What follows belongs to an exercise in optimizing a design on an open flow for small area, a short achievable clock period and few clock cycles per item; a production flow would make more cautious choices. RTL that was checked went through simulation tests only; none was proved equivalent to the original. Power and IR drop assume default switching activity.

==> inputs of run E <==
==> flow/design.v <==
module milestone_mac_array #(
    parameter int NUM_CH    = 3,
    parameter int DATA_W    = 16,
    parameter int COEF_W    = 16,
    parameter int ACC_W     = 32,
    parameter int NUM_TAPS  = 6,
    parameter int OUT_SHIFT = 8,
    parameter int OUT_W     = 8
) (
    input  logic                     Clock_50,
    input  logic                     Resetn,
    input  logic                     start,
    input  logic                     clear,
    input  logic [ACC_W-1:0]         init_value,
    input  logic                     in_valid,
    output logic                     in_ready,
    input  logic [NUM_CH*DATA_W-1:0] sample,
    input  logic [NUM_CH*COEF_W-1:0] coef,
    input  logic                     subtract,
    output logic                     out_valid,
    input  logic                     out_ready,
    output logic [NUM_CH*ACC_W-1:0]  acc_raw,
    output logic [NUM_CH*OUT_W-1:0]  result,
    output logic                     busy
);
    localparam int CNT_W = $clog2(NUM_TAPS);
    localparam logic signed [ACC_W-1:0] RES_MAX = ACC_W'((64'd1 << OUT_W) - 64'd1);
    logic             busy_q;
    logic             acc_st_q;    
    logic             out_st_q;    
    logic [CNT_W-1:0] tap_cnt_q;
    logic accept;
    logic last_beat;
    assign in_ready  = acc_st_q;
    assign out_valid = out_st_q;
    assign busy      = busy_q;
    assign accept    = in_valid && acc_st_q;
    assign last_beat = (tap_cnt_q == CNT_W'(NUM_TAPS - 1));
    always_ff @(posedge Clock_50 or negedge Resetn) begin
        if (!Resetn) begin
            busy_q    <= 1'b0;
            acc_st_q  <= 1'b0;
            out_st_q  <= 1'b0;
            tap_cnt_q <= '0;
        end else if (clear || (out_st_q && out_ready)) begin
            busy_q    <= 1'b0;
            acc_st_q  <= 1'b0;
            out_st_q  <= 1'b0;
        end else if (!busy_q) begin
            if (start) begin
                busy_q    <= 1'b1;
                acc_st_q  <= 1'b1;
                tap_cnt_q <= '0;
            end
        end else if (accept) begin
            tap_cnt_q <= tap_cnt_q + 1'b1;
            if (last_beat) begin
                acc_st_q <= 1'b0;
                out_st_q <= 1'b1;
            end
        end
    end
    localparam int NPP = COEF_W / 2;
    localparam logic [63:0] BSUM = (((64'd1 << (2 * NPP)) - 64'd1) / 64'd3) << DATA_W;
    localparam logic [ACC_W-1:0] BIAS = ACC_W'(64'd0 - BSUM);
    for (genvar c = 0; c < NUM_CH; c++) begin : g_ch
        logic signed [DATA_W-1:0] a;
        logic        [COEF_W:0]   bz;      
        logic signed [ACC_W-1:0]  acc_q;
        logic signed [ACC_W-1:0]  base;
        logic        [ACC_W-1:0]  rows [NPP];
        logic        [ACC_W-1:0]  negs;
        logic signed [ACC_W-1:0]  shifted;
        logic [OUT_W-1:0]         res_ch;
        assign a  = $signed(sample[c*DATA_W +: DATA_W]);
        assign bz = {coef[c*COEF_W +: COEF_W], 1'b0};
        assign base = busy_q ? acc_q : $signed(init_value);
        always_comb begin
            negs = '0;
            for (int j = 0; j < NPP; j++) begin
                logic       one, two, neg;
                logic [DATA_W:0] m, x;
                one = accept & (bz[2*j+1] ^ bz[2*j]);
                two = accept & ((bz[2*j+2] & ~bz[2*j+1] & ~bz[2*j]) |
                                (~bz[2*j+2] & bz[2*j+1] & bz[2*j]));
                neg = accept & (bz[2*j+2] ^ subtract);
                m = ({(DATA_W+1){one}} & {a[DATA_W-1], a}) |
                    ({(DATA_W+1){two}} & {a, 1'b0});
                x = m ^ {(DATA_W+1){neg}};
                rows[j] = ACC_W'({~x[DATA_W], x[DATA_W-1:0]}) << (2 * j);
                negs[2*j] = neg;
            end
        end
        always_ff @(posedge Clock_50) begin
            acc_q <= base + rows[0] + rows[1] + rows[2] + rows[3] +
                     rows[4] + rows[5] + rows[6] + rows[7] + negs + BIAS;
        end
        always_comb begin
            shifted = acc_q >>> OUT_SHIFT;
            res_ch  = shifted[OUT_W-1:0];
            if (shifted < 0) begin
                res_ch = '0;
            end else if (shifted > RES_MAX) begin
                res_ch = '1;
            end
        end
        assign acc_raw[c*ACC_W +: ACC_W] = acc_q;
        assign result[c*OUT_W +: OUT_W]  = res_ch;
    end
endmodule
==> flow/run.sh <==
#!/bin/bash
# synth_recipe.tcl (not shown) runs the flow's synth.tcl, then flattens the netlist and writes it again
# the make line also repeats each setting of config.mk as NAME=value (left out here)
make -C /OpenROAD-flow-scripts/flow DESIGN_CONFIG=/design/flow/config.mk WORK_HOME=/design/flow/orfs CLKGATE_MAP_FILE= SYNTH_SCRIPT=/design/flow/synth_recipe.tcl finish
==> flow/config.mk <==
export PLATFORM = sky130hd
export DESIGN_NAME = milestone_mac_array
export DESIGN_NICKNAME = milestone_mac_array
export VERILOG_FILES = /design/flow/design.v
export SDC_FILE = /design/flow/constraint.sdc
export NUM_CORES = 4
export LEC_CHECK = 0
export CAP_MARGIN = 20
export CORE_MARGIN = 2
export CORE_UTILIZATION = 40
export SLEW_MARGIN = 20
==> flow/constraint.sdc <==
create_clock -name core_clock -period 8.0 [get_ports {Clock_50}]
set_input_delay 1.6000 -clock core_clock [delete_from_list [all_inputs] [get_ports {Clock_50}]]
set_output_delay 1.6000 -clock core_clock [all_outputs]
set_load 0.01 [all_outputs]
==> inputs of run Y, as changes to run E <==
==> flow/design.v, changed modules only <==
module milestone_mac_array #(
    parameter int NUM_CH    = 3,
    parameter int DATA_W    = 16,
    parameter int COEF_W    = 16,
    parameter int ACC_W     = 32,
    parameter int NUM_TAPS  = 6,
    parameter int OUT_SHIFT = 8,
    parameter int OUT_W     = 8
) (
    input  logic                     Clock_50,
    input  logic                     Resetn,
    input  logic                     start,
    input  logic                     clear,
    input  logic [ACC_W-1:0]         init_value,
    input  logic                     in_valid,
    output logic                     in_ready,
    input  logic [NUM_CH*DATA_W-1:0] sample,
    input  logic [NUM_CH*COEF_W-1:0] coef,
    input  logic                     subtract,
    output logic                     out_valid,
    input  logic                     out_ready,
    output logic [NUM_CH*ACC_W-1:0]  acc_raw,
    output logic [NUM_CH*OUT_W-1:0]  result,
    output logic                     busy
);
    localparam int CNT_W = $clog2(NUM_TAPS);
    localparam int NPP   = COEF_W / 2;
    localparam logic signed [ACC_W-1:0] RES_MAX = ACC_W'((64'd1 << OUT_W) - 64'd1);
    localparam logic [63:0] BSUM = (((64'd1 << (2 * NPP)) - 64'd1) / 64'd3) << DATA_W;
    localparam logic [ACC_W-1:0] BIAS = ACC_W'(64'd0 - BSUM);
    logic             busy_q;
    logic             acc_st_q;    
    logic             drain_q;     
    logic             out_st_q;    
    logic [CNT_W-1:0] tap_cnt_q;
    logic accept;
    logic take;
    logic last_beat;
    assign in_ready  = acc_st_q;
    assign out_valid = out_st_q;
    assign busy      = busy_q;
    assign accept    = in_valid && acc_st_q;
    assign take      = accept && !clear;
    assign last_beat = (tap_cnt_q == CNT_W'(NUM_TAPS - 1));
    always_ff @(posedge Clock_50 or negedge Resetn) begin
        if (!Resetn) begin
            busy_q    <= 1'b0;
            acc_st_q  <= 1'b0;
            drain_q   <= 1'b0;
            out_st_q  <= 1'b0;
            tap_cnt_q <= '0;
        end else if (clear || (out_st_q && out_ready)) begin
            busy_q    <= 1'b0;
            acc_st_q  <= 1'b0;
            drain_q   <= 1'b0;
            out_st_q  <= 1'b0;
        end else if (!busy_q) begin
            if (start) begin
                busy_q    <= 1'b1;
                acc_st_q  <= 1'b1;
                tap_cnt_q <= '0;
            end
        end else begin
            drain_q <= 1'b0;
            if (drain_q) out_st_q <= 1'b1;
            if (accept) begin
                tap_cnt_q <= tap_cnt_q + 1'b1;
                if (last_beat) begin
                    acc_st_q <= 1'b0;
                    drain_q  <= 1'b1;
                end
            end
        end
    end
    for (genvar c = 0; c < NUM_CH; c++) begin : g_ch
        logic [COEF_W:0]          bz;      
        logic [NPP-1:0]           one_d, two_d, neg_d;
        logic [NPP-1:0]           one_q, two_q, neg_q;
        logic signed [DATA_W-1:0] a_q;
        logic signed [ACC_W-1:0]  acc_q;
        logic        [ACC_W-1:0]  sum;
        logic        [ACC_W-1:0]  rows [NPP];
        logic        [ACC_W-1:0]  negs;
        logic signed [ACC_W-1:0]  shifted;
        logic [OUT_W-1:0]         res_ch;
        assign bz = {coef[c*COEF_W +: COEF_W], 1'b0};
        always_comb begin
            for (int j = 0; j < NPP; j++) begin
                one_d[j] = take & (bz[2*j+1] ^ bz[2*j]);
                two_d[j] = take & ((bz[2*j+2] & ~bz[2*j+1] & ~bz[2*j]) |
                                   (~bz[2*j+2] & bz[2*j+1] & bz[2*j]));
                neg_d[j] = take & (bz[2*j+2] ^ subtract);
            end
        end
        always_ff @(posedge Clock_50 or negedge Resetn) begin
            if (!Resetn) begin
                one_q <= '0;
                two_q <= '0;
                neg_q <= '0;
            end else begin
                one_q <= one_d;
                two_q <= two_d;
                neg_q <= neg_d;
            end
        end
        always_ff @(posedge Clock_50) begin
            a_q <= $signed(sample[c*DATA_W +: DATA_W]);
        end
        always_comb begin
            negs = '0;
            for (int j = 0; j < NPP; j++) begin
                logic [DATA_W:0] m, x;
                m = ({(DATA_W+1){one_q[j]}} & {a_q[DATA_W-1], a_q}) |
                    ({(DATA_W+1){two_q[j]}} & {a_q, 1'b0});
                x = m ^ {(DATA_W+1){neg_q[j]}};
                rows[j] = ACC_W'({~x[DATA_W], x[DATA_W-1:0]}) << (2 * j);
                negs[2*j] = neg_q[j];
            end
        end
        assign sum = acc_q + rows[0] + rows[1] + rows[2] + rows[3] +
                     rows[4] + rows[5] + rows[6] + rows[7] + negs + BIAS;
        always_ff @(posedge Clock_50) begin
            acc_q <= busy_q ? sum : init_value;
        end
        always_comb begin
            shifted = acc_q >>> OUT_SHIFT;
            res_ch  = shifted[OUT_W-1:0];
            if (shifted < 0) begin
                res_ch = '0;
            end else if (shifted > RES_MAX) begin
                res_ch = '1;
            end
        end
        assign acc_raw[c*ACC_W +: ACC_W] = acc_q;
        assign result[c*OUT_W +: OUT_W]  = res_ch;
    end
endmodule
- ABC_CLOCK_PERIOD_IN_PS: unset -> 4000
==> inputs of run B, as changes to run E <==
==> flow/design.v, changed modules only <==
module milestone_mac_array #(
    parameter int NUM_CH    = 3,
    parameter int DATA_W    = 16,
    parameter int COEF_W    = 16,
    parameter int ACC_W     = 32,
    parameter int NUM_TAPS  = 6,
    parameter int OUT_SHIFT = 8,
    parameter int OUT_W     = 8
) (
    input  logic                     Clock_50,
    input  logic                     Resetn,
    input  logic                     start,
    input  logic                     clear,
    input  logic [ACC_W-1:0]         init_value,
    input  logic                     in_valid,
    output logic                     in_ready,
    input  logic [NUM_CH*DATA_W-1:0] sample,
    input  logic [NUM_CH*COEF_W-1:0] coef,
    input  logic                     subtract,
    output logic                     out_valid,
    input  logic                     out_ready,
    output logic [NUM_CH*ACC_W-1:0]  acc_raw,
    output logic [NUM_CH*OUT_W-1:0]  result,
    output logic                     busy
);
    localparam int CNT_W = $clog2(NUM_TAPS);
    localparam int NPP   = COEF_W / 2;
    localparam logic signed [ACC_W-1:0] RES_MAX = ACC_W'((64'd1 << OUT_W) - 64'd1);
    localparam logic [63:0] BSUM = (((64'd1 << (2 * NPP)) - 64'd1) / 64'd3) << DATA_W;
    localparam logic [ACC_W-1:0] BIAS = ACC_W'(64'd0 - BSUM);
    logic             busy_q;
    logic             acc_st_q;    
    logic             drain_q;     
    logic             out_st_q;    
    logic [CNT_W-1:0] tap_cnt_q;
    logic accept;
    logic take;
    logic last_beat;
    assign in_ready  = acc_st_q;
    assign out_valid = out_st_q;
    assign busy      = busy_q;
    assign accept    = in_valid && acc_st_q;
    assign take      = accept && !clear;
    assign last_beat = (tap_cnt_q == CNT_W'(NUM_TAPS - 1));
    always_ff @(posedge Clock_50 or negedge Resetn) begin
        if (!Resetn) begin
            busy_q    <= 1'b0;
            acc_st_q  <= 1'b0;
            drain_q   <= 1'b0;
            out_st_q  <= 1'b0;
            tap_cnt_q <= '0;
        end else if (clear || (out_st_q && out_ready)) begin
            busy_q    <= 1'b0;
            acc_st_q  <= 1'b0;
            drain_q   <= 1'b0;
            out_st_q  <= 1'b0;
        end else if (!busy_q) begin
            if (start) begin
                busy_q    <= 1'b1;
                acc_st_q  <= 1'b1;
                tap_cnt_q <= '0;
            end
        end else begin
            drain_q <= 1'b0;
            if (drain_q) out_st_q <= 1'b1;
            if (accept) begin
                tap_cnt_q <= tap_cnt_q + 1'b1;
                if (last_beat) begin
                    acc_st_q <= 1'b0;
                    drain_q  <= 1'b1;
                end
            end
        end
    end
    for (genvar c = 0; c < NUM_CH; c++) begin : g_ch
        logic [COEF_W:0]          bz;      
        logic [NPP-1:0]           one_d, two_d, neg_d;
        logic [NPP-1:0]           one_q, two_q, neg_q;
        logic signed [DATA_W-1:0] a_q;
        logic signed [ACC_W-1:0]  acc_q;
        logic        [ACC_W-1:0]  sum;
        logic        [ACC_W-1:0]  rows [NPP];
        logic        [ACC_W-1:0]  negs;
        logic signed [ACC_W-1:0]  shifted;
        logic [OUT_W-1:0]         res_ch;
        assign bz = {coef[c*COEF_W +: COEF_W], 1'b0};
        always_comb begin
            for (int j = 0; j < NPP; j++) begin
                one_d[j] = take & (bz[2*j+1] ^ bz[2*j]);
                two_d[j] = take & ((bz[2*j+2] & ~bz[2*j+1] & ~bz[2*j]) |
                                   (~bz[2*j+2] & bz[2*j+1] & bz[2*j]));
                neg_d[j] = take & (bz[2*j+2] ^ subtract);
            end
        end
        always_ff @(posedge Clock_50 or negedge Resetn) begin
            if (!Resetn) begin
                one_q <= '0;
                two_q <= '0;
                neg_q <= '0;
            end else begin
                one_q <= one_d;
                two_q <= two_d;
                neg_q <= neg_d;
            end
        end
        always_ff @(posedge Clock_50) begin
            a_q <= $signed(sample[c*DATA_W +: DATA_W]);
        end
        always_comb begin
            negs = '0;
            for (int j = 0; j < NPP; j++) begin
                logic [DATA_W:0] m, x;
                m = ({(DATA_W+1){one_q[j]}} & {a_q[DATA_W-1], a_q}) |
                    ({(DATA_W+1){two_q[j]}} & {a_q, 1'b0});
                x = m ^ {(DATA_W+1){neg_q[j]}};
                rows[j] = ACC_W'({~x[DATA_W], x[DATA_W-1:0]}) << (2 * j);
                negs[2*j] = neg_q[j];
            end
        end
        assign sum = acc_q + rows[0] + rows[1] + rows[2] + rows[3] +
                     rows[4] + rows[5] + rows[6] + rows[7] + negs + BIAS;
        always_ff @(posedge Clock_50) begin
            acc_q <= busy_q ? sum : init_value;
        end
        always_comb begin
            shifted = acc_q >>> OUT_SHIFT;
            res_ch  = shifted[OUT_W-1:0];
            if (shifted < 0) begin
                res_ch = '0;
            end else if (shifted > RES_MAX) begin
                res_ch = '1;
            end
        end
        assign acc_raw[c*ACC_W +: ACC_W] = acc_q;
        assign result[c*OUT_W +: OUT_W]  = res_ch;
    end
endmodule
- SETUP_SLACK_MARGIN: unset -> 4.0
==> summary.txt <==
                                                                                                run B                   run E                   run Y
Status                                                                                 finished clean          finished clean          finished clean
Number of inserted filler cells in the final layout                                              6716                    6854                    7259
Power attributed to the clock group                                                           1.43 mW                  539 uW                 1.41 mW
Vias in the first global route                                                                  25800                   24600                   24900
Data arrival at the endpoint of the critical path                                             5900 ps                 7960 ps                 6500 ps
Commonest non-fill, non-tap cell in the layout                                                      -  sky130_fd_sc_hd__inv_1  sky130_fd_sc_hd__inv_1
Synth cell types                                                                                   78                      73                      78
Vertical extent of the die                                                                     279 um                  268 um                  279 um
Clock share of power                                                                             8.8%                    4.9%                   10.2%
Detailed-routed wire length on met2                                                          48600 um                41300 um                45500 um
Slew at the pin closest to its max-slew limit                                                 1040 ps                  947 ps                 1160 ps
CORE AREA                                                                                 0.0746 mm^2             0.0687 mm^2             0.0746 mm^2
Total power per unit cell area                                                            414 mW/mm^2             339 mW/mm^2             408 mW/mm^2
Clock transition time at the flip-flop clock pins of the worst setup and hold paths             70 ps                   90 ps                   60 ps
Worst path buffer plus inverter count                                                               4                       5                       3
Buffers excl. clock                                                                               547                     440                     270
Cell area after synthesis                                                                 0.0302 mm^2             0.0278 mm^2             0.0302 mm^2
Beginning of the worst register-to-register path                                     g_ch[1].one_q[6]                acc_st_q        g_ch[0].neg_q[3]
Placement-stage worst setup slack                                                             2260 ps                 12.1 ps                 2060 ps
Combinational logic power                                                                     12.8 mW                 9.22 mW                 10.5 mW
Total wirelength of the detailed-routed design                                              105000 um                95100 um                98400 um
Met2 layer usage reported by global route                                                       43.7%                   41.4%                   41.5%
Tightest hold margin                                                                           513 ps                  553 ps                  528 ps
Iteration count of the initial detailed-routing pass                                                5                       6                       5
Testbench counts of run E, summed over its fixed seeds: cycles 19,200, items 2,400.
Function not checked in run Y and run B: the RTL went through the layout flow alone.

## afterwards: timing with drivers on the ports
The flow's constraints put no driver on any port. The routed layouts listed below were extracted and timed again, unchanged, in two steps.
Step 1, drivers: a clkbuf_16 drives Clock_50 and a buf_2 each remaining input, both assumed.
Step 2 also shifts input and output timing later by t, the mid clock arrival at the registers, as if the neighbouring blocks saw the same clock.
Slacks: no drivers / after step 1 / after step 2; pairs: no drivers / after step 1.
run	shift t [ns]	slack for setup (ns)	worst setup path after step 2	worst slew at a driven data input, ns
run E	0.467	0.345 / 0.380 / -0.087	input to register	0.14
run Y	0.665	1.991 / 1.991 / 1.991	register to register	0.12
run B	0.665	2.624 / 2.624 / 2.624	register to register	0.06
Met with ideal ports but missed after step 2: setup timing in run E. For run E, which loses most, drivers alone change the setup slack by +0.035 ns; drivers and shift together by -0.432 ns.
